This is an optimization exercise on Yosys and OpenROAD, whose aim is small area, not a production implementation.
The RTL was checked by simulation tests, not by an equivalence proof against the original design.
The flow treats the clock pin as an ideal source, which a real chip does not have.
Power and IR drop assume default switching activity.

`design/flow/config.mk`:
```
export PLATFORM = sky130hd
export DESIGN_NAME = lc3b_mem_unit
export DESIGN_NICKNAME = lc3b_mem_unit
export VERILOG_FILES = /design/flow/design.v
export SDC_FILE = /design/flow/constraint.sdc
export NUM_CORES = 4
export LEC_CHECK = 0
export ABC_AREA = 1
export CAP_MARGIN = 20
export CORE_MARGIN = 2
export CORE_UTILIZATION = 55
export PLACE_DENSITY = 0.65
export SLEW_MARGIN = 20
```
`design/flow/constraint.sdc`:
```
create_clock -name core_clock -period 10.0 [get_ports {clk_50}]
set_input_delay 2.0000 -clock core_clock [delete_from_list [all_inputs] [get_ports {clk_50}]]
set_output_delay 2.0000 -clock core_clock [all_outputs]
set_load 0.01 [all_outputs]
```
`design/flow/design.v`:
```
package lc3b_mem_pkg;
  typedef enum logic [1:0] {
    IDLE  = 2'd0,
    READ  = 2'd1,
    WRITE = 2'd2,
    DONE  = 2'd3
  } state_t;
  localparam logic RW_WRITE  = 1'b1;
  localparam logic SIZE_BYTE = 1'b1;
  function automatic logic [15:0] sext_byte(input logic [7:0] b);
    sext_byte = {{8{b[7]}}, b};
  endfunction
endpackage
module lc3b_mem_array #(
  parameter int ROWS = 128,
  parameter int RW   = $clog2(ROWS),
  parameter int NWP  = 12,
  parameter int NRT  = 22
) (
  input  logic          clk,
  input  logic          wcap,
  input  logic [RW-1:0] wrow,
  input  logic [15:0]   wdata,
  input  logic [1:0]    wbe,
  input  logic [RW-1:0] rrow,
  output logic [15:0]   rdata
);
  logic [16*ROWS-1:0] ring;
  logic [RW-1:0] phase;
  logic [RW-1:0] prow;
  logic [15:0]   pdata;
  logic [1:0]    pbe;
  logic [15:0]   rbuf;
  logic [15:0]   rnext;
  logic [RW-1:0] wpos;
  logic [RW-1:0] rpos;
  logic          hit;
  logic [15:0]   tap;
  always_ff @(posedge clk) phase <= phase + RW'(1);
  always_ff @(posedge clk) begin
    if (wcap) begin
      prow  <= wrow;
      pdata <= wdata;
      pbe   <= wbe;
    end
  end
  assign wpos = prow + phase;
  assign rpos = rrow + phase;
  for (genvar i = 0; i < ROWS; i++) begin : g_ring
    localparam int PREV = (i + ROWS - 1) % ROWS;
    localparam int K = (i * NWP + ROWS - 1) / ROWS;
    if (K < NWP && (K * ROWS) / NWP == i) begin : g_wp
      logic sel;
      assign sel = (wpos == RW'(PREV));
      always_ff @(posedge clk) begin
        ring[16*i +: 8]  <= (sel && pbe[0]) ? pdata[7:0]  : ring[16*PREV +: 8];
        ring[16*i+8 +: 8] <= (sel && pbe[1]) ? pdata[15:8] : ring[16*PREV+8 +: 8];
      end
    end else begin : g_sh
      always_ff @(posedge clk) ring[16*i +: 16] <= ring[16*PREV +: 16];
    end
  end
  logic [7:0]  rhi;
  logic [15:0] rlo;
  logic [NRT-1:0] rsel;
  always_comb begin
    rhi = '0;
    rlo = '0;
    rhi[rpos[RW-1:4]] = 1'b1;
    rlo[rpos[3:0]]    = 1'b1;
  end
  for (genvar k = 0; k < NRT; k++) begin : g_rsel
    localparam int P = (k * ROWS) / NRT;
    assign rsel[k] = rhi[P / 16] & rlo[P % 16];
  end
  assign hit = |rsel;
  localparam int NIN = NRT + 1;
  localparam int NG  = (NIN + 2) / 3;
  logic [NIN-1:0]       isel;
  logic [16*NIN-1:0]    idat;
  logic [16*NG-1:0]     gterm_n;
  assign isel = {!hit, rsel};
  for (genvar k = 0; k < NRT; k++) begin : g_idat
    assign idat[16*k +: 16] = ring[16*((k * ROWS) / NRT) +: 16];
  end
  assign idat[16*NRT +: 16] = rbuf;
  for (genvar g = 0; g < NG; g++) begin : g_grp
    always_comb begin
      logic [15:0] acc;
      acc = '0;
      for (int j = 3 * g; j < 3 * g + 3 && j < NIN; j++)
        acc = acc | ({16{isel[j]}} & idat[16*j +: 16]);
      gterm_n[16*g +: 16] = ~acc;
    end
  end
  always_comb begin
    logic [15:0] all1;
    all1 = '1;
    for (int g = 0; g < NG; g++) all1 = all1 & gterm_n[16*g +: 16];
    rnext = ~all1;
  end
  always_ff @(posedge clk) rbuf <= rnext;
  always_comb begin
    rdata = rnext;
    if (prow == rrow) begin
      if (pbe[0]) rdata[7:0]  = pdata[7:0];
      if (pbe[1]) rdata[15:8] = pdata[15:8];
    end
  end
endmodule
module lc3b_mem_unit #(
  parameter int ADDR_W = 16,
  parameter int DATA_W = 16,
  parameter int DEPTH  = 256,
  parameter int RD_LAT = 5,
  parameter int WR_LAT = 10
) (
  input  logic              clk_50,
  input  logic              rst,
  input  logic [DATA_W-1:0] bus,
  input  logic              ld_mar,
  input  logic              ld_mdr,
  input  logic              gate_mdr,
  input  logic              mio_en,
  input  logic              rw,
  input  logic              datasize,
  output logic [DATA_W-1:0] mdr_out,
  output logic              r,
  output logic              addr_err
);
  localparam int AW      = $clog2(DEPTH);
  localparam int MAX_LAT = (RD_LAT > WR_LAT) ? RD_LAT : WR_LAT;
  localparam int CNT_W   = $clog2(MAX_LAT + 1);
  lc3b_mem_pkg::state_t state;
  logic [AW-1:0]     mar;
  logic [AW-1:0]     mar_d;
  logic [DATA_W-1:0] mdr;
  logic [CNT_W-1:0]  cnt;
  logic              size_q;
  logic [15:0]       rdata;
  logic [15:0]       wdata;
  logic [1:0]        wbe;
  logic              unaligned;
  logic              finishing;
  logic              wcap;
  assign mar_d     = ((state == lc3b_mem_pkg::IDLE) && ld_mar) ? bus[AW-1:0] : mar;
  assign unaligned = (size_q != lc3b_mem_pkg::SIZE_BYTE) && mar[0];
  assign finishing = ((state == lc3b_mem_pkg::READ) || (state == lc3b_mem_pkg::WRITE)) && (cnt == '0);
  assign wcap      = finishing && (state == lc3b_mem_pkg::WRITE) && !unaligned;
  assign wdata = {(size_q == lc3b_mem_pkg::SIZE_BYTE) ? mdr[7:0] : mdr[15:8], mdr[7:0]};
  assign wbe   = (size_q == lc3b_mem_pkg::SIZE_BYTE) ? {mar[0], !mar[0]} : 2'b11;
  lc3b_mem_array #(
    .ROWS (DEPTH / 2)
  ) u_array (
    .clk   (clk_50),
    .wcap  (wcap),
    .wrow  (mar[AW-1:1]),
    .wdata (wdata),
    .wbe   (wbe),
    .rrow  (mar_d[AW-1:1]),
    .rdata (rdata)
  );
  always_ff @(posedge clk_50) begin
    if (state == lc3b_mem_pkg::IDLE) begin
      size_q <= datasize;
      cnt    <= (rw == lc3b_mem_pkg::RW_WRITE) ? CNT_W'(WR_LAT - 1) : CNT_W'(RD_LAT - 1);
    end else if (cnt != '0) begin
      cnt    <= cnt - CNT_W'(1);
    end
  end
  always_ff @(posedge clk_50 or posedge rst) begin
    if (rst) begin
      state  <= lc3b_mem_pkg::IDLE;
      mar    <= '0;
      mdr    <= '0;
    end else begin
      case (state)
        lc3b_mem_pkg::IDLE: begin
          mar <= mar_d;
          if (ld_mdr) mdr <= bus;
          if (mio_en) begin
            if (rw == lc3b_mem_pkg::RW_WRITE) begin
              state <= lc3b_mem_pkg::WRITE;
            end else begin
              state <= lc3b_mem_pkg::READ;
            end
          end
        end
        lc3b_mem_pkg::READ, lc3b_mem_pkg::WRITE: begin
          if (cnt == '0) begin
            state <= lc3b_mem_pkg::DONE;
            if ((state == lc3b_mem_pkg::READ) && !unaligned) begin
              if (size_q == lc3b_mem_pkg::SIZE_BYTE)
                mdr <= lc3b_mem_pkg::sext_byte(mar[0] ? rdata[15:8] : rdata[7:0]);
              else
                mdr <= rdata;
            end
          end
        end
        lc3b_mem_pkg::DONE: begin
          if (!mio_en) begin
            state <= lc3b_mem_pkg::IDLE;
          end
        end
        default: state <= lc3b_mem_pkg::IDLE;
      endcase
    end
  end
  assign r        = (state == lc3b_mem_pkg::DONE);
  assign addr_err = r && unaligned;
  assign mdr_out  = gate_mdr ? mdr : '0;
endmodule
```
`design/flow/flow/run.sh`:
```
#!/bin/bash
# The standard ORFS layout (standard.sh) with these changes:
#  - synthesis: synth_recipe.tcl unchanged, but ABC maps for area only
#    (flow/synth.tcl, flow/abc_area.script);
#  - CTS: small clock buffers, no dummy balancing loads, and leaf buffers
#    whose flip-flop clock slew would be high are upsized (flow/post_cts.tcl);
#  - port buffers are minimum size.
# make's output goes to flow_make.log here; ORFS keeps each step's own log
# under orfs/logs/.
set -euo pipefail
export FLOW_WORK=$PWD
export CLK_SLEW_FIX=0.112
bash standard.sh \
  "SYNTH_SCRIPT=$PWD/flow/synth.tcl" \
  "POST_CTS_TCL=$PWD/flow/post_cts.tcl" \
  "CTS_ARGS=-sink_clustering_enable -repair_clock_nets -dont_use_dummy_load -buf_list sky130_fd_sc_hd__clkbuf_4 -sink_clustering_size 12 -sink_clustering_max_diameter 35" \
  "BUFFER_PORTS_ARGS=-buffer_cell sky130_fd_sc_hd__buf_1" \
  finish > flow_make.log 2>&1
```
`design/flow/flow/abc_area.script`:
```
strash
dch -f
amap -F 4 -A 16 -C 1000
topo
```
`design/flow/flow/post_cts.tcl`:
```
# Upsize the clock buffers whose flip-flop clock pins would see a slow edge
# (placement parasitics; routed slews come out a little higher).
estimate_parasitics -placement
set limit $::env(CLK_SLEW_FIX)
set fixed 0
foreach inst [get_cells *] {
  if {[get_property $inst ref_name] != "sky130_fd_sc_hd__clkbuf_4"} { continue }
  set out [get_pins -of_objects $inst -filter "direction == output"]
  set worst 0
  foreach p [get_pins -of_objects [get_nets -of_objects $out] -filter "direction == input"] {
    set s [get_property $p slew_max]
    if {$s > $worst} { set worst $s }
  }
  if {$worst > $limit} {
    replace_cell $inst sky130_fd_sc_hd__clkbuf_8
    incr fixed
  }
}
puts "post_cts: upsized $fixed clock buffers over $limit ns"
detailed_placement
check_placement
```
`design/flow/flow/synth.tcl`:
```
# The standard synthesis (synth_recipe.tcl, sourced unchanged) with one
# change: ABC maps the logic with an area-only script (flow/abc_area.script)
# instead of ORFS's delay-driven one. Registers are mapped before ABC runs,
# so they come out the same as in the standard synthesis.
proc abc {args} {
  set i [lsearch -exact $args -script]
  if {$i >= 0} { lset args [expr {$i + 1}] $::env(FLOW_WORK)/flow/abc_area.script }
  yosys abc {*}$args
}
source $::env(FLOW_WORK)/synth_recipe.tcl
```
`design/flow/standard.sh`:
```
#!/bin/bash
# synth_recipe.tcl (not shown) runs the flow's synth.tcl, then flattens the netlist and writes it again
# the make line also repeats each setting of config.mk as NAME=value (left out here)
make -C /OpenROAD-flow-scripts/flow DESIGN_CONFIG=/design/flow/config.mk WORK_HOME=/design/flow/orfs CLKGATE_MAP_FILE= SYNTH_SCRIPT=/design/flow/synth_recipe.tcl "${@:-finish}"
```
==> flow_metrics.tcl, run 1 <==
set metrics [dict create \
    cts_tree "built" \
    synth_mux_area_share_pct 0 \
    avgSynthCellArea_um2 16.7 \
    slew_viol_final 0 \
    grt_pass1_wl_um 138000 \
    overflow 0 \
    dpl.hpwl_um 60200 \
    critical_path_class "in -> reg" \
    route.detailed.wl_per_inst_um 21.3 \
    synth-seq-area-share_pct 88.6 \
    synth_top_family_by_area "compound AO/OA/AOI/OAI gates" \
    maxCapViolCount 0 \
    ant_nets 0 \
    wl_met2_um 42700 \
    cts.sinks 2127 \
    period_share_pct 80.7 \
    synthTopCellsByCount "2,071 x dfxtp_1, 193 x o22a_1, 109 x a222oi_1" \
    final_hold_viol_count 0 \
    slew_headroom_pct 22.4 \
    clock_skew_ns 0.141 \
    start_util_pct 55.7 \
    synth_fa_ha_area_share_pct 0.727 \
    insertion_delay_ns 0.94 \
    ys_ff_latch 2127 \
    drc 0 \
    drt_iter0_drc 2084 \
    final.min_clock_period_ns 8.07 \
    path_cells "buf_1 -> nand2_1 -> clkinv_1 -> a22o_1 -> ha_1 -> fa_1 -> a31oi_1 -> clkinv_1 -> a311oi_1 -> a21oi_1 -> o21ai_0 -> clkinv_1 -> or2_0 -> nor2_1 -> nor4_1 -> nand4_1 -> nor4b_2 -> buf_4 -> a221o_1 -> a22oi_1 -> o22a_1 -> o21ai_0 -> o221ai_1 -> o21ai_0" \
    rsz0062_at_grt "false" \
    power_density_nw_per_um2 251 \
    r2r.worst_path.cells 25 \
    setup_ws_ns 1.93 \
    fp.dieArea_um2 90600 \
    cp.arrival_ns 8.75 \
    synthTopCellsByArea "dfxtp_1 85%, o22a_1 3.5%, a222oi_1 2.2%, edfxtp_1 1.9%, dfrtp_1 1.3%" \
    crit_start "ld_mar" \
    cpPeakStageDelay_ns 0.68 \
    clock.fmax_mhz 124 \
    synth_ff_type "dfxtp_1" \
    status "timing/DRC/antenna clean" \
    r2r-end "mdr[12]" \
    synth_compound_area_share_pct 7.82 \
    drive_above_1_share_pct 7.84 \
    endpoint "mdr[12]" \
    final_net_count 3230 \
    rrSetupSlack_ns 2.19 \
    async_reset_ff_share_pct 1.22 \
    crit_family "compound AO/OA/AOI/OAI gates" \
    port-buffer-count 41 \
    clk_pin_slew_ns 0.11 \
    pre_cts_ws_ns 1.16 \
    netlist_instances 2900 \
    synth_edf_count 30 \
    die_w_um 301 \
    min-delay-path-class "reg -> reg" \
    vias_per_cell 5.18 \
    syn_nets 2951 \
    routed.top_layer "met4" \
    grt_pass1_vias 22800 \
    reg2reg_from "state[0]" \
    first_pass_iters 9 \
    gp_congestion 0.905 \
    area_growth_syn_to_layout_pct 7.91 \
    worst-path-stages 24 \
    setup_violations 0 \
    synth_xor_xnor_area_share_pct 0.0180 \
    yosysTopAreaCell "dfxtp_1" \
    tns_ns 0 \
    worstMarginPinSlew_ns 1.16 \
    worst_path_max_delay_cell "nor2_1" \
    worstPathMaxFanout 16 \
    leakage_nw 20.3 \
    synth_top_area_share_pct 85.4 \
    crit_buf_inv 5 \
    ir_worst_vdd_v 0.000143 \
    vias 22500 \
    synthSimpleGateAreaFrac_pct 2.13 \
    syn-cell-area_um2 48500 \
    coreArea_um2 87200 \
    grt_max_degree 33 \
    rows 108 \
    drt-met1-wl_um 41800 \
    io_pins 42 \
    ys_types 39 \
    antenna_found_initial 5 \
    final.fill_count 6523 \
    yosysMostFrequentCell "dfxtp_1" \
    crit_path_end_kind "flop" \
    wl_um 92200 \
    worstPathRequired_ns 10.68 \
    die-height_um 301 \
    grt_usage_pct 20.6 \
    critPathLaunchType "primary input" \
    dr_wl_met3_um 5050 \
    ys_warn_count 2 \
]
## kinds of logic after synthesis
logic type,count (synthesis)
adders and majority gates,27
and+or+nand+nor,207
buffers and inverters,88
xor gates and xnor gates,1
AOI/OAI and AO/OA,450
DFF,2127
## where the power goes
group / switching, W / total, W / internal (W)
registers: 0.0000871 / 0.00875 / 0.00866
clock network: 0.00236 / 0.00362 / 0.00126
logic: 0.000530 / 0.000760 / 0.000230
total: 0.00298 / 0.0131 / 0.0102
## per-layer routing
layer / GRT usage, % / vias up
met5: 0 / -
met4: 7.59 / 0
met3: 4.58 / 185
met2: 32.5 / 682
met1: 28.1 / 11000
li1: - / 10600
## through the flow
stage	instances	total power (W)	hold slack (ns)	cell area (um2)	util (%)
finish	4337	0.0131	0.195	52400	60.1
global route	4335	0.0137	0.177	52400	60.1
detailed placement	4119	0.00968	0.312	50400	57.8
global placement	4119	0.00963	0.310	50400	57.8
floorplan	2900	0.00940	0.310	48500	-
## state kept, by name, summed over array words and instances, names as in the netlist
name / count
u_array.rbuf: 16
u_array.pdata: 16
size_q: 1
u_array.prow: 7
u_array.phase: 7
mar: 8
state: 2
u_array.pbe: 2
mdr: 16
u_array.ring: 2048
cnt: 4
## worst reg2reg max path, delay by kind of cell, from the launching register on
family                     cells  cell delay (ns)
buffers and inverters          5             1.15
adders and majority gates      3             1.01
AOI/OAI and AO/OA             11             3.16
and+or+nand+nor                6             1.85
DFF                            1             0.39
## how the worst min path moves through the flow
stage | startpoint | end | slack (ns) | depth (start not counted)
2_1_floorplan | u_array.ring[984] | u_array.ring[1000] | 0.31 | 0
3_5_place_dp | u_array.ring[1052] | u_array.ring[1068] | 0.31 | 0
3_3_place_gp | u_array.ring[415] | u_array.ring[431] | 0.31 | 0
5_1_grt | u_array.ring[1471] | u_array.ring[1487] | 0.18 | 0
6_report | u_array.ring[1471] | u_array.ring[1487] | 0.19 | 0
## final cells by class
type	count	area, um2	share of cell area [%]
multi-input combinational	685	5220	9.97
clock buffer	213	2010	3.83
timing repair buffer	70	372	0.710
tap	1155	1450	2.76
antenna	5	12.5	0.0239
sequential	2127	43000	82.1
inverter	82	308	0.588
## layout by cell type, fill, tap and decap left out, types with 12 or more instances in the layout
| master | n |
|---|---|
| a22oi_1 | 12 |
| o22ai_1 | 18 |
| or3_1 | 24 |
| clkbuf_8 | 65 |
| nand2_1 | 18 |
| ha_1 | 25 |
| clkbuf_4 | 148 |
| dfrtp_1 | 26 |
| dfxtp_1 | 2071 |
| nor2_1 | 94 |
| buf_1 | 41 |
| edfxtp_1 | 30 |
| o221ai_1 | 20 |
| nand4_1 | 23 |
| a222oi_1 | 109 |
| a21oi_1 | 25 |
| o21ai_0 | 36 |
| o22a_1 | 193 |
| buf_4 | 29 |
| a221o_1 | 13 |
| clkinv_1 | 81 |
==> run 2, diff against run 1 <==
--- a/design/flow/flow/run.sh
+++ b/design/flow/flow/run.sh
@@ -11,3 +11,3 @@
 export FLOW_WORK=$PWD
-export CLK_SLEW_FIX=0.112
+export CLK_SLEW_FIX=0.115
 bash standard.sh \
--- a/design/flow/config.mk
+++ b/design/flow/config.mk
@@ -10,4 +10,4 @@
 export CORE_MARGIN = 2
-export CORE_UTILIZATION = 55
-export PLACE_DENSITY = 0.65
+export CORE_UTILIZATION = 45
+export PLACE_DENSITY = 0.55
 export SLEW_MARGIN = 20
==> run 2 against run 1 <==
  * Wire length rose by 9.8%
  * Synthesized area did not move
  * Sequential cell count stayed put
  * Critical endpoint is now mdr[14]
  * Core utilization is 11 points lower
  * Final cell count rose by 6.3%
  * Global-route usage is 2.2 points lower
  * Largest cell class unchanged
  * Via count increased by 1.6%
  * Still clean on timing, DRC and antenna
  * Sequential power barely moved
  * Clock power hardly changed
==> flow_metrics.tcl, run 2 <==
set metrics [dict create \
    clock.fmax_mhz 129 \
    final_net_count 3254 \
    async_reset_ff_share_pct 1.22 \
    critPathLaunchType "primary input" \
    synthTopCellsByCount "2,071 x dfxtp_1, 193 x o22a_1, 109 x a222oi_1" \
    ant_nets 0 \
    syn-cell-area_um2 48500 \
    cts_tree "built" \
    final.min_clock_period_ns 7.76 \
    syn_nets 2951 \
    netlist_instances 2900 \
    maxCapViolCount 0 \
    slew_viol_final 0 \
    area_growth_syn_to_layout_pct 8.63 \
    ys_types 39 \
    largest-register "u_array.ring" \
    drt_iter0_drc 2100 \
    synth_ff_type "dfxtp_1" \
    route.detailed.wl_per_inst_um 22.0 \
    leakage_nw 20.3 \
    grt_pass1_vias 23400 \
    synth_top_area_share_pct 85.4 \
    min-delay-path-class "reg -> reg" \
    overflow 0 \
    synth_edf_count 30 \
    drive_above_1_share_pct 8.53 \
    final_hold_viol_count 0 \
    setup_ws_ns 2.24 \
    rsz0062_at_grt "false" \
    period_share_pct 77.6 \
    first_pass_iters 10 \
    clock_skew_ns 0.188 \
    vias 22800 \
    synth-seq-area-share_pct 88.6 \
    slew_headroom_pct 23.2 \
    antenna_found_initial 11 \
    worstMarginPinSlew_ns 1.15 \
    clk_pin_slew_ns 0.11 \
    start_util_pct 45.3 \
    stdcell_count 4610 \
    setup_violations 0 \
    rrSetupSlack_ns 2.46 \
    insertion_delay_ns 0.96 \
    final_cell_mix "2,071 x dfxtp_1, 193 x o22a_1, 186 x clkbuf_4" \
    largest_register_ffs 2048 \
    grt_usage_pct 18.4 \
    power_density_nw_per_um2 249 \
    placed_cells 4379 \
    fp.dieArea_um2 110000 \
    avgSynthCellArea_um2 16.7 \
    cts.sinks 2127 \
    gp_congestion 0.911 \
    worstPathMaxFanout 16 \
    worstPathRequired_ns 10.82 \
    synthTopCellsByArea "dfxtp_1 85%, o22a_1 3.5%, a222oi_1 2.2%, edfxtp_1 1.9%, dfrtp_1 1.3%" \
    ys_ff_latch 2127 \
    dpl.hpwl_um 69000 \
    port-buffer-count 41 \
    grt_max_degree 33 \
    pre_cts_ws_ns 1.44 \
    crit_path_end_kind "flop" \
    yosysTopAreaCell "dfxtp_1" \
    status "timing/DRC/antenna clean" \
    yosysMostFrequentCell "dfxtp_1" \
    io_pins 42 \
    coreArea_um2 107000 \
    wl_um 101000 \
    critical_path_class "in -> reg" \
    layout_commonest_cell "dfxtp_1" \
    vias_per_cell 4.95 \
    grt_pass1_wl_um 150000 \
    ir_worst_vdd_v 0.000132 \
    rows 120 \
    ys_warn_count 2 \
    drc 0 \
    die-height_um 332 \
    cp.arrival_ns 8.58 \
    tns_ns 0 \
    die_w_um 332 \
]
[run 2: through the flow]
| stage | util, % | hold slack, ns | instance area, um2 | total power (W) |
|---|---|---|---|---|
| after floorplan | - | 0.310 | 48500 | 0.00940 |
| after global placement | 47.4 | 0.310 | 50700 | 0.00967 |
| after detailed placement | 47.4 | 0.312 | 50800 | 0.00970 |
| after global routing | 49.3 | 0.154 | 52700 | 0.0137 |
| final | 49.3 | 0.178 | 52700 | 0.0131 |
[run 2: critical path, cell delays in order]
cell and delay [ns]:
buf_1 0.08, nand2_1 0.30, clkinv_1 0.28, a22o_1 0.34
ha_1 0.23, fa_1 0.44, a31oi_1 0.28, clkinv_1 0.12
a311oi_1 0.38, a21oi_1 0.22, o21ai_0 0.61, clkinv_1 0.36
nor3_2 0.74, nor4_1 0.13, nand4_1 0.22, nor4b_2 0.07
buf_4 0.24, a221o_1 0.40, a22oi_1 0.35, o22a_1 0.35
o21ai_0 0.14, o221ai_1 0.19, o21ai_0 0.11
[run 2: area by class of cell]
| type | instances | area (um2) |
|---|---|---|
| Sequential cell | 2127 | 43000 |
| Tap cell | 1403 | 1760 |
| Inverter | 82 | 308 |
| Timing Repair Buffer | 82 | 482 |
| Antenna cell | 6 | 15.0 |
| Fill cell | 9022 | 54300 |
| Clock buffer | 225 | 1930 |
| Multi-Input combinational cell | 685 | 5220 |
[run 2: layer usage]
metal | routed length [um] | global-route usage, % | share of wire, %
met5 | 0 | 0 | 0
met4 | 3590 | 7.76 | 3.5
met3 | 5950 | 3.98 | 5.9
met2 | 45000 | 28.4 | 44
met1 | 46700 | 25.3 | 46
[run 2: final timing paths]
check,to,cells after the start,startpoint
max,mdr[14],23,ld_mar
min,u_array.ring[734],0,u_array.ring[718]
max reg2reg,mdr[14],24,state[0]
min reg2reg,u_array.ring[734],0,u_array.ring[718]
max in group asynchronous,mdr[1],2,rst
min in group asynchronous,mar[6],2,rst
[run 2: logic make-up after synthesis]
kind of cell    count (synthesis)  share of synthesized area, %
buf+inv                        88                         0.681
simple gates                  207                          2.13
flops                        2127                          88.6
fa+ha+maj                      27                         0.727
xor+xnor                        1                        0.0180
compound gates                450                          7.82
[run 2: power by group]
group / switching (W) / internal [W]
sequential: 0.0000857 / 0.00867
combinational: 0.000541 / 0.000232
clock: 0.00239 / 0.00120
total: 0.00301 / 0.0101
==> run 3, diff against run 2 <==
--- a/design/flow/flow/run.sh
+++ b/design/flow/flow/run.sh
@@ -15,3 +15,3 @@
   "POST_CTS_TCL=$PWD/flow/post_cts.tcl" \
-  "CTS_ARGS=-sink_clustering_enable -repair_clock_nets -dont_use_dummy_load -buf_list sky130_fd_sc_hd__clkbuf_4 -sink_clustering_size 12 -sink_clustering_max_diameter 35" \
+  "CTS_ARGS=-sink_clustering_enable -repair_clock_nets -dont_use_dummy_load -buf_list sky130_fd_sc_hd__clkbuf_4 -sink_clustering_size 11 -sink_clustering_max_diameter 35" \
   "BUFFER_PORTS_ARGS=-buffer_cell sky130_fd_sc_hd__buf_1" \
--- a/design/flow/config.mk
+++ b/design/flow/config.mk
@@ -10,4 +10,4 @@
 export CORE_MARGIN = 2
-export CORE_UTILIZATION = 45
-export PLACE_DENSITY = 0.55
+export CORE_UTILIZATION = 55
+export PLACE_DENSITY = 0.65
 export SLEW_MARGIN = 20
==> run 3 against run 2 <==
  * Critical path type unchanged
  * Non-clock buffer count decreased by 11
  * First-iteration DRC count decreased by 2.1%
  * Worst setup slack got worse by 0.40 ns
  * Still clean
  * Final cell count down 5.7%
  * Largest cell class unchanged
==> flow_metrics.tcl, run 3 <==
set metrics [dict create \
    clock.fmax_mhz 123 \
    rrSetupSlack_ns 2.19 \
    vias_per_cell 5.19 \
    die-height_um 301 \
    yosysMostFrequentCell "dfxtp_1" \
    port-buffer-count 41 \
    tns_ns 0 \
    status "timing/DRC/antenna clean" \
    final.fill_count 6583 \
    final_net_count 3241 \
    grt_max_degree 33 \
    vias 22600 \
    syn-cell-area_um2 48500 \
    io_pins 42 \
    placed_cells 4119 \
    netlist_instances 2900 \
    worst_path_max_delay_cell "nor2_1" \
    synth-seq-area-share_pct 88.6 \
    clock_skew_ns 0.0897 \
    timing.hold.ws_ns 0.234 \
    area_growth_syn_to_layout_pct 7.45 \
    r2r.worst_path.cells 25 \
    drt_iter0_drc 2056 \
    rows 108 \
    synth_top_area_share_pct 85.4 \
    regArea_um2 43000 \
    grt_pass1_wl_um 138000 \
    layout_commonest_cell "dfxtp_1" \
    synth_ff_type "dfxtp_1" \
    gp_congestion 0.905 \
    min_path_cells 0 \
    critPathLaunchType "primary input" \
    period_share_pct 81.6 \
    ys_ff_latch 2127 \
    critical_path_class "in -> reg" \
    ys_types 39 \
    multi_input_area_um2 5220 \
    clk_pin_slew_ns 0.10 \
    ant_nets 0 \
    ys_warn_count 2 \
    largest-register "u_array.ring" \
    setup_violations 0 \
    grt_usage_pct 20.5 \
    worstMarginPinSlew_ns 1.17 \
    drive_above_1_share_pct 8.16 \
    power_density_nw_per_um2 248 \
    dpl.hpwl_um 60200 \
    antenna_found_initial 4 \
    cts_tree "built" \
    cts.sinks 2127 \
    final_area_um2 52100 \
    overflow 0 \
    final.min_clock_period_ns 8.16 \
    insertion_delay_ns 0.85 \
    worstPathRequired_ns 10.68 \
    fp.dieArea_um2 90600 \
    synthTopCellsByArea "dfxtp_1 85%, o22a_1 3.5%, a222oi_1 2.2%, edfxtp_1 1.9%, dfrtp_1 1.3%" \
    maxCapViolCount 0 \
    crit_path_end_kind "flop" \
    route.detailed.wl_per_inst_um 21.1 \
    slew_viol_final 0 \
    start_util_pct 55.7 \
    largest_register_ffs 2048 \
    path_cells "buf_1 -> nand2_1 -> clkinv_1 -> a22o_1 -> ha_1 -> fa_1 -> a31oi_1 -> clkinv_1 -> a311oi_1 -> a21oi_1 -> o21ai_0 -> clkinv_1 -> or2_0 -> nor2_1 -> nor4_1 -> nand4_1 -> nor4b_2 -> buf_4 -> a221o_1 -> a22oi_1 -> o22a_1 -> o21ai_0 -> o221ai_1 -> o21ai_0" \
    worstPathMaxFanout 16 \
    die_w_um 301 \
    drc 0 \
    coreArea_um2 87200 \
    yosysTopAreaCell "dfxtp_1" \
    min-delay-path-class "reg -> reg" \
    synthTopCellsByCount "2,071 x dfxtp_1, 193 x o22a_1, 109 x a222oi_1" \
    wl_um 91900 \
    cpPeakStageDelay_ns 0.70 \
    first_pass_iters 6 \
    utilization_pct 59.8 \
    synth_edf_count 30 \
    slew_headroom_pct 22.0 \
    final_hold_viol_count 0 \
    placed_cell_area_um2 50400 \
    syn_nets 2951 \
    grt_pass1_vias 22900 \
    leakage_nw 20.2 \
    rsz0062_at_grt "false" \
    avgSynthCellArea_um2 16.7 \
    ir_worst_vdd_v 0.000139 \
    async_reset_ff_share_pct 1.22 \
    final_cell_mix "2,071 x dfxtp_1, 206 x clkbuf_4, 193 x o22a_1" \
    cp.arrival_ns 8.84 \
    stdcell_count 4345 \
]
[run 3: cell counts after synthesis]
No cell type changed its count.
[run 3: path summary, 6_finish.rpt]
path,end,startpoint
max in group asynchronous,mdr[6],rst
min reg2reg,u_array.ring[267],u_array.ring[251]
min,u_array.ring[267],u_array.ring[251]
max,mdr[11],ld_mar
min in group asynchronous,mdr[8],rst
max reg2reg,mdr[11],state[0]
[run 3: logic make-up after synthesis]
| kind of cell | Yosys count | share of synthesized area [%] |
|---|---|---|
| AO/OA/AOI/OAI | 450 | 7.82 |
| XOR/XNOR | 1 | 0.0180 |
| adder cells (fa/ha/maj) | 27 | 0.727 |
| AND/OR/NAND/NOR | 207 | 2.13 |
| buffers and inverters | 88 | 0.681 |
| flip-flops | 2127 | 88.6 |
[run 3: cell type report]
class / instances / share of cell area (%)
sequential: 2127 / 82.5
multi-input combinational: 685 / 10.0
clock buffer: 223 / 3.41
tap: 1155 / 2.77
timing repair buffer: 71 / 0.727
inverter: 82 / 0.590
antenna: 2 / 0.00960
[run 3: critical path, delay by kind of cell]
family	cells	cell delay [ns]
adder cells (fa/ha/maj)	2	0.67
AND/OR/NAND/NOR	6	1.83
buffers and inverters	5	1.07
AO/OA/AOI/OAI	11	3.25
[run 3: power breakdown]
part	switching (W)	internal, W	total [W]	leakage [nW]
clock	0.00232	0.00111	0.00343	1.07
sequential	0.0000875	0.00867	0.00875	17.3
combinational	0.000531	0.000231	0.000762	1.81
total	0.00294	0.0100	0.0129	20.2
[run 3: stage by stage]
stage	total power [W]	worst slack (ns)
after floorplan	0.00940	2.10
after global placement	0.00963	1.33
after detailed placement	0.00968	1.16
after global routing	0.0135	1.39
final	0.0129	1.84
[run 3: layer usage]
metal | track usage, % | vias up | part of all wire [%]
li1 | - | 10600 | -
met1 | 27.9 | 11000 | 45
met2 | 32.4 | 731 | 46
met3 | 4.32 | 175 | 6.1
met4 | 8.15 | 0 | 2.9
met5 | 0 | - | 0
==> run 4, diff against run 3 <==
--- a/design/flow/flow/post_cts.tcl
+++ b/design/flow/flow/post_cts.tcl
@@ -5,4 +5,9 @@
 set fixed 0
+set bigger [dict create \
+  sky130_fd_sc_hd__clkbuf_2 sky130_fd_sc_hd__clkbuf_4 \
+  sky130_fd_sc_hd__clkbuf_4 sky130_fd_sc_hd__clkbuf_8 \
+  sky130_fd_sc_hd__clkbuf_8 sky130_fd_sc_hd__clkbuf_16]
 foreach inst [get_cells *] {
-  if {[get_property $inst ref_name] != "sky130_fd_sc_hd__clkbuf_4"} { continue }
+  set ref [get_property $inst ref_name]
+  if {![dict exists $bigger $ref]} { continue }
   set out [get_pins -of_objects $inst -filter "direction == output"]
@@ -14,3 +19,3 @@
   if {$worst > $limit} {
-    replace_cell $inst sky130_fd_sc_hd__clkbuf_8
+    replace_cell $inst [dict get $bigger $ref]
     incr fixed
--- a/design/flow/config.mk
+++ b/design/flow/config.mk
@@ -8,3 +8,3 @@
 export ABC_AREA = 1
-export CAP_MARGIN = 20
+export CAP_MARGIN = 0
 export CORE_MARGIN = 2
@@ -12,2 +12,2 @@
 export PLACE_DENSITY = 0.65
-export SLEW_MARGIN = 20
+export SLEW_MARGIN = 0
==> run 4 against run 3 <==
  * Still clean
  * Clock-buffer cell count unchanged
  * Core utilization is essentially flat
  * Sequential share of layout area is essentially flat
  * Critical path depth is the same
  * Synthesized area unchanged
  * Combinational power barely moved
  * Sequential power about the same
  * Sequential cell count is the same
  * Clock skew is 0.0040 ns higher
  * Via count is essentially flat
  * Non-clock buffer count decreased by 1
  * Largest cell class unchanged
  * Highest routed layer unchanged
==> flow_metrics.tcl, run 4 <==
set metrics [dict create \
    status "timing/DRC/antenna clean" \
    largest-register "u_array.ring" \
    final_net_count 3240 \
    grt_usage_pct 20.5 \
    placed_cell_area_um2 50400 \
    async_reset_ff_share_pct 1.22 \
    stdcell_count 4344 \
    period_share_pct 81.4 \
    pwr-share-seq_pct 67.6 \
    cp.arrival_ns 8.86 \
    p_sw_w 0.00294 \
    antenna_found_initial 4 \
    power.share.clock_pct 26.5 \
    final.min_clock_period_ns 8.14 \
    vias 22500 \
    drc 0 \
    ys_warn_count 2 \
    p_int_w 0.0100 \
    ys_ff_latch 2127 \
    port-buffer-count 41 \
    ant_nets 0 \
    reg2reg_from "state[0]" \
    critical_path_class "in -> reg" \
    critPathLaunchType "primary input" \
    worstPathRequired_ns 10.72 \
    clk_pin_slew_ns 0.11 \
    vias_per_cell 5.19 \
    synth-seq-area-share_pct 88.6 \
    area_growth_syn_to_layout_pct 7.43 \
    worstMarginPinSlew_ns 1.21 \
    r2r-end "mdr[14]" \
    comb_power_share_pct 5.9 \
    drt_iter0_drc 2026 \
    ys_types 39 \
    io_pins 42 \
    tns_ns 0 \
    overflow 0 \
    multi_input_area_um2 5220 \
    synthTopCellsByCount "2,071 x dfxtp_1, 193 x o22a_1, 109 x a222oi_1" \
    synthTopCellsByArea "dfxtp_1 85%, o22a_1 3.5%, a222oi_1 2.2%, edfxtp_1 1.9%, dfrtp_1 1.3%" \
    netlist_instances 2900 \
    final.fill_count 6583 \
    min_to "u_array.ring[267]" \
    start_util_pct 55.7 \
    min_path_cells 0 \
    rows 108 \
    die_w_um 301 \
    setup_violations 0 \
    yosysTopAreaCell "dfxtp_1" \
    grt_pass1_vias 22900 \
    min-delay-path-class "reg -> reg" \
    crit_path_end_kind "flop" \
    wl_um 91800 \
    drive_above_1_share_pct 8.06 \
    synth_ff_type "dfxtp_1" \
    die-height_um 301 \
    clock.fmax_mhz 123 \
    regArea_um2 43000 \
    avgSynthCellArea_um2 16.7 \
    largest_register_ffs 2048 \
    synth_edf_count 30 \
    syn_nets 2951 \
    final_cell_mix "2,071 x dfxtp_1, 206 x clkbuf_4, 193 x o22a_1" \
    insertion_delay_ns 0.85 \
    final_area_um2 52100 \
    yosysMostFrequentCell "dfxtp_1" \
    finalPower_w 0.0129 \
    power_density_nw_per_um2 248 \
    syn-cell-area_um2 48500 \
    min_from "u_array.ring[251]" \
    leakage_nw 20.2 \
    final_hold_viol_count 0 \
    grt_pass1_wl_um 138000 \
    dpl.hpwl_um 60200 \
    route.detailed.wl_per_inst_um 21.1 \
    coreArea_um2 87200 \
    utilization_pct 59.8 \
    gp_congestion 0.905 \
    rrSetupSlack_ns 2.21 \
    cts.sinks 2127 \
    r2r.worst_path.cells 25 \
    grt_max_degree 33 \
    placed_cells 4119 \
    cts_tree "built" \
    ir_worst_vdd_v 0.000140 \
    first_pass_iters 9 \
    slew_viol_final 0 \
    synth_top_area_share_pct 85.4 \
    clock_skew_ns 0.0937 \
    slew_headroom_pct 19.6 \
    fp.dieArea_um2 90600 \
    worstPathMaxFanout 16 \
    rsz0062_at_grt "false" \
    layout_commonest_cell "dfxtp_1" \
    switching_share_pct 22.7 \
    maxCapViolCount 0 \
]
-- run 4: cell counts after synthesis --
No cell type changed its count.
-- run 4: kinds of logic after synthesis --
group	count (synthesis)	synth area share (%)
simple gates	207	2.13
flops	2127	88.6
xor+xnor	1	0.0180
compound gates	450	7.82
buf+inv	88	0.681
fa+ha+maj	27	0.727
-- run 4: metal layers --
metal / GRT usage, % / up-vias / routed length [um]
met5: 0 / - / 0
met2: 32.4 / 708 / 42500
met1: 27.9 / 11000 / 41500
met3: 4.32 / 177 / 5120
li1: - / 10600 / -
met4: 8.15 / 0 / 2650
-- run 4: metrics by stage --
stage	worst slack [ns]	hold WS [ns]
after detailed placement	1.16	0.312
after global routing	1.35	0.226
after floorplan	2.10	0.310
final	1.86	0.230
after global placement	1.33	0.310
-- run 4: layout make-up --
cell class | count | share of cell area [%]
well taps | 1155 | 2.77
repair buffers | 70 | 0.713
diodes | 2 | 0.00960
clock buffers | 223 | 3.41
inverters | 82 | 0.590
multi-input cells | 685 | 10.0
flip-flops and latches | 2127 | 82.5
-- run 4: critical path, cell delays in order --
cell and delay (ns):
buf_1 0.09, nand2_1 0.32, clkinv_1 0.29, a22o_1 0.35
ha_1 0.23, fa_1 0.44, a31oi_1 0.28, clkinv_1 0.10
a311oi_1 0.34, a21oi_1 0.18, o21ai_0 0.64, clkinv_1 0.37
or2_0 0.35, nor2_1 0.69, nor4_1 0.11, nand4_1 0.26
nor4b_2 0.08, buf_4 0.25, a221o_1 0.38, a22oi_1 0.27
o22a_1 0.33, o21ai_0 0.15, o221ai_1 0.22, o21ai_0 0.13
-- run 4: worst max-delay path by stage --
stage | startpoint | end | slack [ns] | depth (start not counted)
after floorplan | ld_mar | mdr[12] | 2.10 | 22
after global placement | ld_mar | mdr[12] | 1.33 | 24
after detailed placement | ld_mar | mdr[14] | 1.16 | 24
after global routing | ld_mar | mdr[11] | 1.35 | 24
final | ld_mar | mdr[14] | 1.86 | 24
-- run 4: power groups by stage --
| stage | logic, W | registers [W] | clock network [W] |
|---|---|---|---|
| floorplan | 0.000496 | 0.00891 | 0 |
| global placement | 0.000693 | 0.00894 | 0 |
| detailed placement | 0.000735 | 0.00895 | 0 |
| global route | 0.000834 | 0.00877 | 0.00390 |
| finish | 0.000761 | 0.00875 | 0.00343 |
==> run 5, diff against run 4 <==
--- a/design/flow/config.mk
+++ b/design/flow/config.mk
@@ -8,3 +8,3 @@
 export ABC_AREA = 1
-export CAP_MARGIN = 0
+export CAP_MARGIN = 20
 export CORE_MARGIN = 2
@@ -12,2 +12,2 @@
 export PLACE_DENSITY = 0.65
-export SLEW_MARGIN = 0
+export SLEW_MARGIN = 20
==> run 5 against run 4 <==
  * Register-to-register slack got worse by 0.02 ns
  * Worst setup slack got worse by 0.023 ns
  * Combinational power barely moved
  * Synthesized area did not move
  * Wire length barely moved
  * Critical endpoint is now mdr[11]
  * Final cell count barely moved
  * Sequential share of layout area barely moved
  * Via count barely moved
  * Highest routed layer unchanged
==> flow_metrics.tcl, run 5 <==
set metrics [dict create \
    coreArea_um2 87200 \
    final_net_count 3241 \
    synth_top_area_share_pct 85.4 \
    synthSimpleGateAreaFrac_pct 2.13 \
    syn-cell-area_um2 48500 \
    synthTopCellsByArea "dfxtp_1 85%, o22a_1 3.5%, a222oi_1 2.2%, edfxtp_1 1.9%, dfrtp_1 1.3%" \
    period_share_pct 81.6 \
    wl_um 91900 \
    layout_commonest_cell "dfxtp_1" \
    insertion_delay_ns 0.85 \
    synth_fa_ha_area_share_pct 0.727 \
    status "timing/DRC/antenna clean" \
    drt_iter0_drc 2056 \
    cts_tree "built" \
    die-height_um 301 \
    final_hold_viol_count 0 \
    synth_edf_count 30 \
    ys_warn_count 2 \
    path_cells "buf_1 -> nand2_1 -> clkinv_1 -> a22o_1 -> ha_1 -> fa_1 -> a31oi_1 -> clkinv_1 -> a311oi_1 -> a21oi_1 -> o21ai_0 -> clkinv_1 -> or2_0 -> nor2_1 -> nor4_1 -> nand4_1 -> nor4b_2 -> buf_4 -> a221o_1 -> a22oi_1 -> o22a_1 -> o21ai_0 -> o221ai_1 -> o21ai_0" \
    route.detailed.wl_per_inst_um 21.1 \
    synth_xor_xnor_area_share_pct 0.0180 \
    rows 108 \
    clock.fmax_mhz 123 \
    final.min_clock_period_ns 8.16 \
    use_met3_pct 4.32 \
    io_pins 42 \
    ys_types 39 \
    synth_mux_area_share_pct 0 \
    drive_above_1_share_pct 8.16 \
    finalPower_w 0.0129 \
    setup_violations 0 \
    start_util_pct 55.7 \
    yosysTopAreaCell "dfxtp_1" \
    largest_register_ffs 2048 \
    grt_usage_pct 20.5 \
    worstPathMaxFanout 16 \
    crit_path_end_kind "flop" \
    ir_worst_vdd_v 0.000139 \
    ys_ff_latch 2127 \
    drc 0 \
    synth_top_family_by_area "compound AO/OA/AOI/OAI gates" \
    gp_congestion 0.905 \
    pre_cts_ws_ns 1.16 \
    clock_skew_ns 0.0897 \
    slew_headroom_pct 22.0 \
    gr-usage-met1_pct 27.9 \
    ant_nets 0 \
    maxCapViolCount 0 \
    busiest_layer "met2" \
    clk_pin_slew_ns 0.10 \
    die_w_um 301 \
    tns_ns 0 \
    min-delay-path-class "reg -> reg" \
    overflow 0 \
    critical_path_class "in -> reg" \
    vias_per_cell 5.19 \
    synth-seq-area-share_pct 88.6 \
    synth_ff_type "dfxtp_1" \
    grt_pass1_wl_um 138000 \
    power_density_nw_per_um2 248 \
    synthTopCellsByCount "2,071 x dfxtp_1, 193 x o22a_1, 109 x a222oi_1" \
    netlist_instances 2900 \
    rsz0062_at_grt "false" \
    cts.sinks 2127 \
    dpl.hpwl_um 60200 \
    synth_compound_area_share_pct 7.82 \
    grt_pass1_vias 22900 \
    cpPeakStageDelay_ns 0.70 \
    syn_nets 2951 \
    worstPathRequired_ns 10.68 \
    fp.dieArea_um2 90600 \
    setup_ws_ns 1.84 \
    cp.arrival_ns 8.84 \
    grt_util_met2_pct 32.4 \
    area_growth_syn_to_layout_pct 7.45 \
    leakage_nw 20.2 \
    slew_viol_final 0 \
    async_reset_ff_share_pct 1.22 \
    critPathLaunchType "primary input" \
    port-buffer-count 41 \
    worst_path_max_delay_cell "nor2_1" \
    worstMarginPinSlew_ns 1.17 \
    yosysMostFrequentCell "dfxtp_1" \
    grt_max_degree 33 \
    first_pass_iters 6 \
    final_cell_mix "2,071 x dfxtp_1, 206 x clkbuf_4, 193 x o22a_1" \
    vias 22600 \
    largest-register "u_array.ring" \
    antenna_found_initial 4 \
    avgSynthCellArea_um2 16.7 \
]
[run 5: report_power, final]
part | leakage, nW | switching [W] | internal (W)
registers | 17.3 | 0.0000875 | 0.00867
logic | 1.81 | 0.000531 | 0.000231
clock network | 1.07 | 0.00232 | 0.00111
total | 20.2 | 0.00294 | 0.0100
[run 5: path summary, 6_finish.rpt]
check                                         end  depth (start not counted)              start  slack, ns
worst max register to register            mdr[11]                         25           state[0]       2.19
worst min register to register  u_array.ring[267]                          0  u_array.ring[251]       0.23
max in group asynchronous                  mdr[6]                          2                rst       8.38
worst min-delay path            u_array.ring[267]                          0  u_array.ring[251]       0.23
min in group asynchronous                  mdr[8]                          2                rst       1.20
worst max-delay path                      mdr[11]                         24             ld_mar       1.84
[run 5: final cells by class]
type	instances	area, um2
Timing Repair Buffer	71	379
Sequential cell	2127	43000
Inverter	82	308
Clock buffer	223	1780
Multi-Input combinational cell	685	5220
Tap cell	1155	1450
Fill cell	6583	35000
Antenna cell	2	5.00
[run 5: cell families after synthesis]
logic type | Yosys count
fa+ha+maj | 27
xor+xnor | 1
compound gates | 450
simple gates | 207
buf+inv | 88
flops | 2127
[run 5: layer usage]
| metal | vias to the layer above | wire length [um] |
|---|---|---|
| li1 | 10600 | - |
| met1 | 11000 | 41200 |
| met2 | 731 | 42400 |
| met3 | 175 | 5600 |
| met4 | 0 | 2700 |
| met5 | - | 0 |
[run 5: per-stage QoR]
step	hold WS (ns)	cell area [um2]	util (%)	cells
floorplan	0.310	48500	-	2900
global placement	0.310	50400	57.8	4119
detailed placement	0.312	50400	57.8	4119
global route	0.226	52100	59.8	4344
finish	0.234	52100	59.8	4345
[run 5: critical path: cells and delay by family]
family                   cells  cell delay [ns]
adder cells (fa/ha/maj)      2             0.67
AND/OR/NAND/NOR              6             1.83
buffers and inverters        5             1.07
AO/OA/AOI/OAI               11             3.25
==> run 6, diff against run 5 <==
--- a/design/flow/config.mk
+++ b/design/flow/config.mk
@@ -10,4 +10,4 @@
 export CORE_MARGIN = 2
-export CORE_UTILIZATION = 55
-export PLACE_DENSITY = 0.65
+export CORE_UTILIZATION = 65
+export PLACE_DENSITY = 0.75
 export SLEW_MARGIN = 20
==> run 6 against run 5 <==
  * Design area is 0.48% lower
  * Register-to-register slack better by 0.15 ns
  * Still clean on timing, DRC and antenna
  * Clock-buffer cell count fell by 3
==> flow_metrics.tcl, run 6 <==
set metrics [dict create \
    status "timing/DRC/antenna clean" \
    async_reset_ff_share_pct 1.22 \
    io_pins 42 \
    synth-seq-area-share_pct 88.6 \
    die_w_um 277 \
    final_hold_viol_count 0 \
    fp.dieArea_um2 76900 \
    power_density_nw_per_um2 249 \
    timing.hold.ws_ns 0.268 \
    syn-cell-area_um2 48500 \
    yosysMostFrequentCell "dfxtp_1" \
    worstPathRequired_ns 10.66 \
    synthTopCellsByCount "2,071 x dfxtp_1, 193 x o22a_1, 109 x a222oi_1" \
    cts.sinks 2127 \
    critical_path_class "in -> reg" \
    maxCapViolCount 0 \
    yosysTopAreaCell "dfxtp_1" \
    period_share_pct 79.1 \
    stdcell_count 4157 \
    min-delay-path-class "reg -> reg" \
    final_cell_mix "2,071 x dfxtp_1, 203 x clkbuf_4, 193 x o22a_1" \
    placed_cells 3932 \
    comb_power_share_pct 5.8 \
    route.detailed.wl_per_inst_um 21.9 \
    pwr-share-seq_pct 67.8 \
    drt_iter0_drc 2239 \
    largest-register "u_array.ring" \
    die-height_um 277 \
    slew_viol_final 0 \
    wl_um 91100 \
    p_sw_w 0.00292 \
    clk_pin_slew_ns 0.11 \
    largest_register_ffs 2048 \
    final_net_count 3236 \
    synthTopCellsByArea "dfxtp_1 85%, o22a_1 3.5%, a222oi_1 2.2%, edfxtp_1 1.9%, dfrtp_1 1.3%" \
    ant_nets 0 \
    switching_share_pct 22.6 \
    first_pass_iters 7 \
    cp.arrival_ns 8.57 \
    cpPeakStageDelay_ns 0.71 \
    coreArea_um2 74200 \
    utilization_pct 69.9 \
    clock_skew_ns 0.0875 \
    cts_tree "built" \
    ys_warn_count 2 \
    rsz0062_at_grt "false" \
    gp_congestion 0.939 \
    worstMarginPinSlew_ns 1.21 \
    ir_worst_vdd_v 0.000144 \
    tns_ns 0 \
    grt_pass1_vias 23100 \
    clock.fmax_mhz 126 \
    leakage_nw 20.2 \
    area_growth_syn_to_layout_pct 6.93 \
    vias_per_cell 5.47 \
    grt_max_degree 33 \
    synth_top_area_share_pct 85.4 \
    synth_edf_count 30 \
    ys_types 39 \
    critPathLaunchType "primary input" \
    layout_commonest_cell "dfxtp_1" \
    overflow 0 \
    final.min_clock_period_ns 7.91 \
    crit_path_end_kind "flop" \
    grt_usage_pct 23.9 \
    antenna_found_initial 1 \
    rows 100 \
    ys_ff_latch 2127 \
    avgSynthCellArea_um2 16.7 \
    vias 22700 \
    worst_path_max_delay_cell "o21ai_0" \
    insertion_delay_ns 0.85 \
    drc 0 \
    syn_nets 2951 \
    p_int_w 0.00999 \
    drive_above_1_share_pct 8.04 \
    worstPathMaxFanout 17 \
    port-buffer-count 41 \
    synth_ff_type "dfxtp_1" \
    grt_pass1_wl_um 137000 \
    dpl.hpwl_um 60500 \
    path_cells "buf_1 -> nand2_1 -> clkinv_1 -> a22o_1 -> ha_1 -> fa_1 -> a31oi_1 -> clkinv_1 -> a311oi_1 -> a21oi_1 -> o21ai_0 -> clkinv_1 -> nand4_1 -> nor2_1 -> buf_4 -> a222oi_1 -> nand4_1 -> nand4b_1 -> a221o_1 -> a22oi_1 -> o22a_1 -> o21ai_0 -> o221ai_1 -> o21ai_0" \
    power.share.clock_pct 26.4 \
    slew_headroom_pct 19.6 \
    netlist_instances 2900 \
    start_util_pct 65.4 \
    setup_violations 0 \
]
run 6: final timing paths:
path	startpoint	end	slack (ns)	cells after the start
setup / recovery	ld_mar	mdr[9]	2.09	24
hold / removal	u_array.ring[764]	u_array.ring[780]	0.27	0
setup reg to reg	state[0]	mdr[9]	2.34	25
hold reg to reg	u_array.ring[764]	u_array.ring[780]	0.27	0
max in group asynchronous	rst	mar[5]	8.20	2
min in group asynchronous	rst	mdr[8]	1.27	2
run 6: per-stage QoR:
step	instance area (um2)	setup slack, ns	power [W]
final	51900	2.09	0.0129
after global routing	51900	1.59	0.0134
after detailed placement	50100	1.40	0.00966
after global placement	50100	1.63	0.00961
after floorplan	48500	2.10	0.00940
run 6: final cells by class:
cell class	count	area [um2]
tap	969	1210
clock buffer	220	1760
timing repair buffer	69	364
sequential	2127	43000
multi-input combinational	685	5230
inverter	82	308
fill	4737	22300
antenna	5	12.5
run 6: critical path, delay by kind of cell:
kind | cells | cell delay (ns)
AOI/OAI and AO/OA | 12 | 3.56
adders and majority gates | 2 | 0.68
and+or+nand+nor | 5 | 1.21
buffers and inverters | 5 | 1.11
run 6: power by group through the flow:
stage / logic, W / clock network (W) / registers (W)
final: 0.000744 / 0.00341 / 0.00876
after detailed placement: 0.000716 / 0 / 0.00895
after global routing: 0.000811 / 0.00382 / 0.00877
after floorplan: 0.000496 / 0 / 0.00891
after global placement: 0.000674 / 0 / 0.00894
run 6: cell families (layout without fill, tap and decap cells):
family / Yosys count / after routing / synth area share, %
and+or+nand+nor: 207 / 207 / 2.13
buffers and inverters: 88 / 371 / 0.681
adders and majority gates: 27 / 27 / 0.727
other: 0 / 5 / 0
DFF: 2127 / 2127 / 88.6
AOI/OAI and AO/OA: 450 / 450 / 7.82
xor gates and xnor gates: 1 / 1 / 0.0180
run 6: routing by layer:
| metal | vias up | global-route usage [%] | part of all wire (%) |
|---|---|---|---|
| met1 | 11000 | 32.2 | 44 |
| met4 | 0 | 10.8 | 3.6 |
| li1 | 10600 | - | - |
| met5 | - | 0 | 0 |
| met3 | 219 | 5.01 | 6.7 |
| met2 | 829 | 37.6 | 46 |
==> run 7, diff against run 6 <==
--- a/design/flow/config.mk
+++ b/design/flow/config.mk
@@ -10,4 +10,4 @@
 export CORE_MARGIN = 2
-export CORE_UTILIZATION = 65
-export PLACE_DENSITY = 0.75
+export CORE_UTILIZATION = 72
+export PLACE_DENSITY = 0.82
 export SLEW_MARGIN = 20
==> run 7 against run 6 <==
  * Fmax grew 1.2%
  * Critical path depth shrank 1
  * Global-route usage grew 3.9 points
  * Design area shrank 0.23%
  * Hold slack lost 0.013 ns
  * Core utilization grew 7.4 points
  * Via count grew 2.5%
  * Sequential share of layout area grew 0.19 points
  * Non-clock buffer count shrank 1
  * First-iteration DRC count grew 15%
  * Die area shrank 9.6%
  * Critical endpoint is now mdr[13]
  * Largest cell class unchanged
  * Largest power group unchanged
==> flow_metrics.tcl, run 7 <==
set metrics [dict create \
    grt_pass1_wl_um 142000 \
    clock.fmax_mhz 128 \
    first_pass_iters 10 \
    period_share_pct 78.2 \
    maxCapViolCount 0 \
    min-delay-path-class "reg -> reg" \
    placed_cells 3834 \
    critPathLaunchType "primary input" \
    dpl.hpwl_um 64700 \
    grt_usage_pct 27.8 \
    drt_iter0_drc 2582 \
    regArea_um2 43000 \
    cts_tree "built" \
    largest_register_ffs 2048 \
    worstPathMaxFanout 16 \
    tns_ns 0 \
    synth_ff_type "dfxtp_1" \
    drive_above_1_share_pct 7.95 \
    yosysTopAreaCell "dfxtp_1" \
    synth-seq-area-share_pct 88.6 \
    synth_top_area_share_pct 85.4 \
    yosysMostFrequentCell "dfxtp_1" \
    cp.arrival_ns 8.55 \
    synth_xor_xnor_area_share_pct 0.0180 \
    largest-register "u_array.ring" \
    synth_top_family_by_area "compound AO/OA/AOI/OAI gates" \
    leakage_nw 20.2 \
    final_cell_mix "2,071 x dfxtp_1, 203 x clkbuf_4, 193 x o22a_1" \
    overflow 0 \
    vias 23300 \
    ys_ff_latch 2127 \
    final.fill_count 3622 \
    synthTopCellsByArea "dfxtp_1 85%, o22a_1 3.5%, a222oi_1 2.2%, edfxtp_1 1.9%, dfrtp_1 1.3%" \
    port-buffer-count 41 \
    r2r-end "mdr[13]" \
    avgSynthCellArea_um2 16.7 \
    ys_warn_count 2 \
    netlist_instances 2900 \
    ir_worst_vdd_v 0.000133 \
    final.min_clock_period_ns 7.82 \
    clk_pin_slew_ns 0.11 \
    drc 0 \
    status "timing/DRC/antenna clean" \
    critical_path_class "in -> reg" \
    gp_congestion 1.01 \
    grt_max_degree 33 \
    final_area_um2 51800 \
    rsz0062_at_grt "false" \
    clock_skew_ns 0.130 \
    synth_compound_area_share_pct 7.82 \
    io_pins 42 \
    worstMarginPinSlew_ns 1.20 \
    final_net_count 3235 \
    synthTopCellsByCount "2,071 x dfxtp_1, 193 x o22a_1, 109 x a222oi_1" \
    worstPathRequired_ns 10.73 \
    min_path_cells 0 \
    start_util_pct 72.5 \
    vias_per_cell 5.74 \
    multi_input_area_um2 5220 \
    min_from "u_array.ring[1389]" \
    power_density_nw_per_um2 250 \
    layout_commonest_cell "dfxtp_1" \
    ant_nets 0 \
    fp.dieArea_um2 69500 \
    reg2reg_from "state[0]" \
    setup_violations 0 \
    antenna_found_initial 11 \
    synth_mux_area_share_pct 0 \
    grt_pass1_vias 23500 \
    die_w_um 264 \
    insertion_delay_ns 0.89 \
    area_growth_syn_to_layout_pct 6.68 \
    synthSimpleGateAreaFrac_pct 2.13 \
    syn-cell-area_um2 48500 \
    stdcell_count 4060 \
    final_hold_viol_count 0 \
    r2r.worst_path.cells 24 \
    synth_edf_count 30 \
    async_reset_ff_share_pct 1.22 \
    wl_um 96000 \
    rrSetupSlack_ns 2.37 \
    cts.sinks 2127 \
    slew_viol_final 0 \
    route.detailed.wl_per_inst_um 23.7 \
    coreArea_um2 66900 \
    min_to "u_array.ring[1405]" \
    crit_path_end_kind "flop" \
    rows 95 \
    slew_headroom_pct 19.9 \
    die-height_um 264 \
    synth_fa_ha_area_share_pct 0.727 \
    ys_types 39 \
    syn_nets 2951 \
    placed_cell_area_um2 50000 \
]
-- run 7: critical path, cell delays in order --
cell	delay, ns
buf_1	0.08
nand2_1	0.33
clkinv_1	0.31
a22o_1	0.35
ha_1	0.23
fa_1	0.45
a31oi_1	0.26
clkinv_1	0.10
a311oi_1	0.37
a21oi_1	0.15
o21ai_0	0.59
clkinv_1	0.34
nor3_2	0.76
nor4_1	0.11
nand4_1	0.25
nor4b_2	0.08
buf_4	0.21
a221o_1	0.39
a22oi_1	0.26
o22a_1	0.34
o21ai_0	0.16
o221ai_1	0.24
o21ai_0	0.16
-- run 7: layout make-up --
| class | instances | share of cell area [%] |
|---|---|---|
| inverter | 82 | 0.594 |
| antenna | 5 | 0.0242 |
| tap | 873 | 2.11 |
| clock buffer | 220 | 3.40 |
| multi-input combinational | 685 | 10.1 |
| sequential | 2127 | 83.1 |
| timing repair buffer | 68 | 0.723 |
-- run 7: worst max path at each step --
stage | start | to | slack, ns | depth (start not counted)
after floorplan | ld_mar | mdr[12] | 2.10 | 22
after global routing | ld_mar | mdr[7] | 1.88 | 23
after global placement | ld_mar | mdr[12] | 1.80 | 23
after detailed placement | ld_mar | mdr[10] | 1.55 | 23
final | ld_mar | mdr[13] | 2.18 | 23
-- run 7: power by group --
group          internal [W]  total, W  switching [W]
clock               0.00109   0.00343        0.00233
sequential          0.00867   0.00877      0.0000993
combinational      0.000230  0.000762       0.000532
total               0.00999    0.0130        0.00296
-- run 7: metal layers --
metal	global-route usage, %	vias to the layer above	share of wire, %
met1	37.7	11100	42
met2	42.9	1279	45
li1	-	10600	-
met3	7.45	252	9.3
met5	0	-	0
met4	11.8	0	3.3
-- run 7: logic make-up (layout without fill, tap and decap cells) --
kind of cell / count (synthesis) / in the layout
flip-flops: 2127 / 2127
AO/OA/AOI/OAI: 450 / 450
AND/OR/NAND/NOR: 207 / 207
buffers and inverters: 88 / 370
adder cells (fa/ha/maj): 27 / 27
XOR/XNOR: 1 / 1
other: 0 / 5
-- run 7: metrics by stage --
stage	setup WS (ns)	hold slack [ns]	power, W	util (%)
floorplan	2.10	0.310	0.00940	-
global placement	1.80	0.310	0.00962	74.7
global route	1.88	0.253	0.0134	77.4
finish	2.18	0.255	0.0130	77.4
detailed placement	1.55	0.312	0.00968	74.7
==> run 8, diff against run 7 <==
--- a/design/flow/flow/run.sh
+++ b/design/flow/flow/run.sh
@@ -15,3 +15,3 @@
   "POST_CTS_TCL=$PWD/flow/post_cts.tcl" \
-  "CTS_ARGS=-sink_clustering_enable -repair_clock_nets -dont_use_dummy_load -buf_list sky130_fd_sc_hd__clkbuf_4 -sink_clustering_size 11 -sink_clustering_max_diameter 35" \
+  "CTS_ARGS=-sink_clustering_enable -repair_clock_nets -dont_use_dummy_load -buf_list sky130_fd_sc_hd__clkbuf_16 -sink_clustering_size 30 -sink_clustering_max_diameter 60" \
   "BUFFER_PORTS_ARGS=-buffer_cell sky130_fd_sc_hd__buf_1" \
--- a/design/flow/config.mk
+++ b/design/flow/config.mk
@@ -10,4 +10,4 @@
 export CORE_MARGIN = 2
-export CORE_UTILIZATION = 72
-export PLACE_DENSITY = 0.82
+export CORE_UTILIZATION = 55
+export PLACE_DENSITY = 0.65
 export SLEW_MARGIN = 20
==> run 8 against run 7 <==
  * Still clean on timing, DRC and antenna
  * Via count fell by 6.2%
  * Die area rose by 30%
  * Clock-buffer cell count fell by 122
  * Hold slack improved by 0.0034 ns
  * Design area rose by 2.0%
  * Sequential share of layout area fell by 1.6 points
  * Non-clock buffer count rose by 3
  * Largest cell class unchanged
==> flow_metrics.tcl, run 8 <==
set metrics [dict create \
    synth_edf_count 30 \
    rows 108 \
    setup_violations 0 \
    ys_types 39 \
    worstPathMaxFanout 16 \
    min_from "u_array.ring[251]" \
    start_util_pct 55.7 \
    fp.dieArea_um2 90600 \
    largest-register "u_array.ring" \
    worstMarginPinSlew_ns 1.16 \
    cp.arrival_ns 8.87 \
    overflow 0 \
    final.min_clock_period_ns 8.38 \
    dpl.hpwl_um 60200 \
    min-delay-path-class "reg -> reg" \
    yosysMostFrequentCell "dfxtp_1" \
    synth-seq-area-share_pct 88.6 \
    crit_path_end_kind "flop" \
    reg2reg_from "state[0]" \
    syn_nets 2951 \
    largest_register_ffs 2048 \
    io_pins 42 \
    synth_ff_type "dfxtp_1" \
    slew_viol_final 0 \
    maxCapViolCount 0 \
    synthTopCellsByArea "dfxtp_1 85%, o22a_1 3.5%, a222oi_1 2.2%, edfxtp_1 1.9%, dfrtp_1 1.3%" \
    path_cells "buf_1 -> nand2_1 -> clkinv_1 -> a22o_1 -> ha_1 -> fa_1 -> a31oi_1 -> clkinv_1 -> a311oi_1 -> a21oi_1 -> o21ai_0 -> clkinv_1 -> or2_0 -> nor2_1 -> nor4_1 -> nand4_1 -> nor4b_2 -> buf_4 -> a221o_1 -> a22oi_1 -> o22a_1 -> o21ai_0 -> o221ai_1 -> o21ai_0" \
    syn-cell-area_um2 48500 \
    drc 0 \
    cts.sinks 2127 \
    wl_um 91300 \
    grt_pass1_vias 21900 \
    multi_input_area_um2 5220 \
    insertion_delay_ns 0.68 \
    area_growth_syn_to_layout_pct 8.83 \
    period_share_pct 83.8 \
    regArea_um2 43000 \
    vias_per_cell 5.18 \
    final.fill_count 6437 \
    netlist_instances 2900 \
    grt_max_degree 33 \
    tns_ns 0 \
    avgSynthCellArea_um2 16.7 \
    ant_nets 0 \
    worstPathRequired_ns 10.50 \
    synthTopCellsByCount "2,071 x dfxtp_1, 193 x o22a_1, 109 x a222oi_1" \
    route.detailed.wl_per_inst_um 21.6 \
    ys_warn_count 2 \
    r2r-end "mdr[14]" \
    clock_skew_ns 0.0707 \
    rsz0062_at_grt "false" \
    min_path_cells 0 \
    grt_usage_pct 20.1 \
    slew_headroom_pct 22.9 \
    gp_congestion 0.905 \
    critPathLaunchType "primary input" \
    final_hold_viol_count 0 \
    critical_path_class "in -> reg" \
    async_reset_ff_share_pct 1.22 \
    coreArea_um2 87200 \
    power_density_nw_per_um2 257 \
    layout_commonest_cell "dfxtp_1" \
    r2r.worst_path.cells 25 \
    yosysTopAreaCell "dfxtp_1" \
    ys_ff_latch 2127 \
    clock.fmax_mhz 119 \
    min_to "u_array.ring[267]" \
    port-buffer-count 41 \
    vias 21900 \
    cts_tree "built" \
    synth_top_area_share_pct 85.4 \
    first_pass_iters 7 \
    final_net_count 3116 \
    drt_iter0_drc 2294 \
    status "timing/DRC/antenna clean" \
    leakage_nw 20.3 \
    clk_pin_slew_ns 0.10 \
    ir_worst_vdd_v 0.000174 \
    rrSetupSlack_ns 2.17 \
    die_w_um 301 \
    timing.hold.ws_ns 0.259 \
    antenna_found_initial 4 \
    grt_pass1_wl_um 135000 \
    worst_path_max_delay_cell "nor2_1" \
    die-height_um 301 \
    final_cell_mix "2,071 x dfxtp_1, 193 x o22a_1, 109 x a222oi_1" \
    drive_above_1_share_pct 4.41 \
    cpPeakStageDelay_ns 0.70 \
]
[run 8: cell counts after synthesis]
Identical to the previous run, type by type.
[run 8: cell families (layout without fill, tap and decap cells)]
kind of cell	after synthesis	in the layout	share of synthesized area (%)
fa+ha+maj	27	27	0.727
xor+xnor	1	1	0.0180
other cells	0	1	0
buf+inv	88	251	0.681
compound gates	450	450	7.82
simple gates	207	207	2.13
flops	2127	2127	88.6
[run 8: per-layer routing]
metal	track usage, %	wire length, um
met3	2.87	4530
met1	28.0	41600
met4	6.47	2670
met2	32.5	42500
met5	0	0
[run 8: how the worst max path moves through the flow]
stage / startpoint / to
3_5_place_dp: ld_mar / mdr[14]
3_3_place_gp: ld_mar / mdr[12]
2_1_floorplan: ld_mar / mdr[12]
5_1_grt: ld_mar / mdr[11]
6_report: ld_mar / mdr[14]
[run 8: critical path: cells and delay by family]
family | cells | cell delay (ns)
compound gates | 11 | 3.30
simple gates | 6 | 1.80
buf+inv | 5 | 1.08
fa+ha+maj | 2 | 0.67
[run 8: area by class of cell]
class	count	share of cell area (%)
Multi-Input combinational cell	685	9.88
Timing Repair Buffer	71	0.718
Clock buffer	98	4.64
Inverter	82	0.583
Tap cell	1155	2.74
Antenna cell	1	0.00474
Sequential cell	2127	81.4
[run 8: power by group]
group	internal, W	switching [W]
clock network	0.00175	0.00232
registers	0.00866	0.0000874
logic	0.000231	0.000529
total	0.0106	0.00294
[run 8: metrics by stage]
| step | power, W | util, % | std cells | setup slack (ns) | area [um2] |
|---|---|---|---|---|---|
| after floorplan | 0.00940 | - | 2900 | 2.10 | 48500 |
| after global placement | 0.00963 | 57.8 | 4119 | 1.33 | 50400 |
| after detailed placement | 0.00968 | 57.8 | 4119 | 1.16 | 50400 |
| after global routing | 0.0141 | 60.6 | 4218 | 1.19 | 52800 |
| final | 0.0136 | 60.6 | 4219 | 1.62 | 52800 |

re-timing with driven ports:
The results above use ideal ports. As a check the final layouts listed here were re-extracted and re-timed, cells and wires unchanged.
Step 1 assumes that a clkbuf_16 drives the clock port and a buf_2 every other input.
Step 2 also shifts input and output timing later by t, the mid clock arrival at the registers, as if the neighbouring blocks saw the same clock.
Slacks: no drivers / after step 1 / after step 2; pairs: no drivers / after step 1.
run | t (ns) | setup WS [ns] | hold slack, ns | worst setup path after step 2 | worst register clock-pin slew, ns
run 1 | 0.936 | 1.933 / 1.974 / 1.038 | 0.195 / 0.195 / 0.195 | input to register | 0.12 / 0.12
run 2 | 0.908 | 2.239 / 2.277 / 1.369 | 0.178 / 0.178 / 0.178 | input to register | 0.12 / 0.12
run 3 | 0.873 | 1.840 / 1.881 / 1.008 | 0.234 / 0.234 / 0.234 | input to register | 0.12 / 0.12
run 4 | 0.872 | 1.863 / 1.903 / 1.031 | 0.230 / 0.230 / 0.230 | input to register | 0.11 / 0.11
run 5 | 0.873 | 1.840 / 1.881 / 1.008 | 0.234 / 0.234 / 0.234 | input to register | 0.12 / 0.12
run 6 | 0.859 | 2.087 / 2.128 / 1.270 | 0.268 / 0.268 / 0.268 | input to register | 0.12 / 0.12
run 7 | 0.871 | 2.179 / 2.208 / 1.337 | 0.255 / 0.255 / 0.255 | input to register | 0.12 / 0.12
run 8 | 0.714 | 1.625 / 1.666 / 0.952 | 0.259 / 0.259 / 0.259 | input to register | 0.11 / 0.11
After both steps setup and hold are still met in every run listed. The setup slack of run 1, which loses most, moves by +0.041 ns with the drivers and by -0.895 ns with both steps.
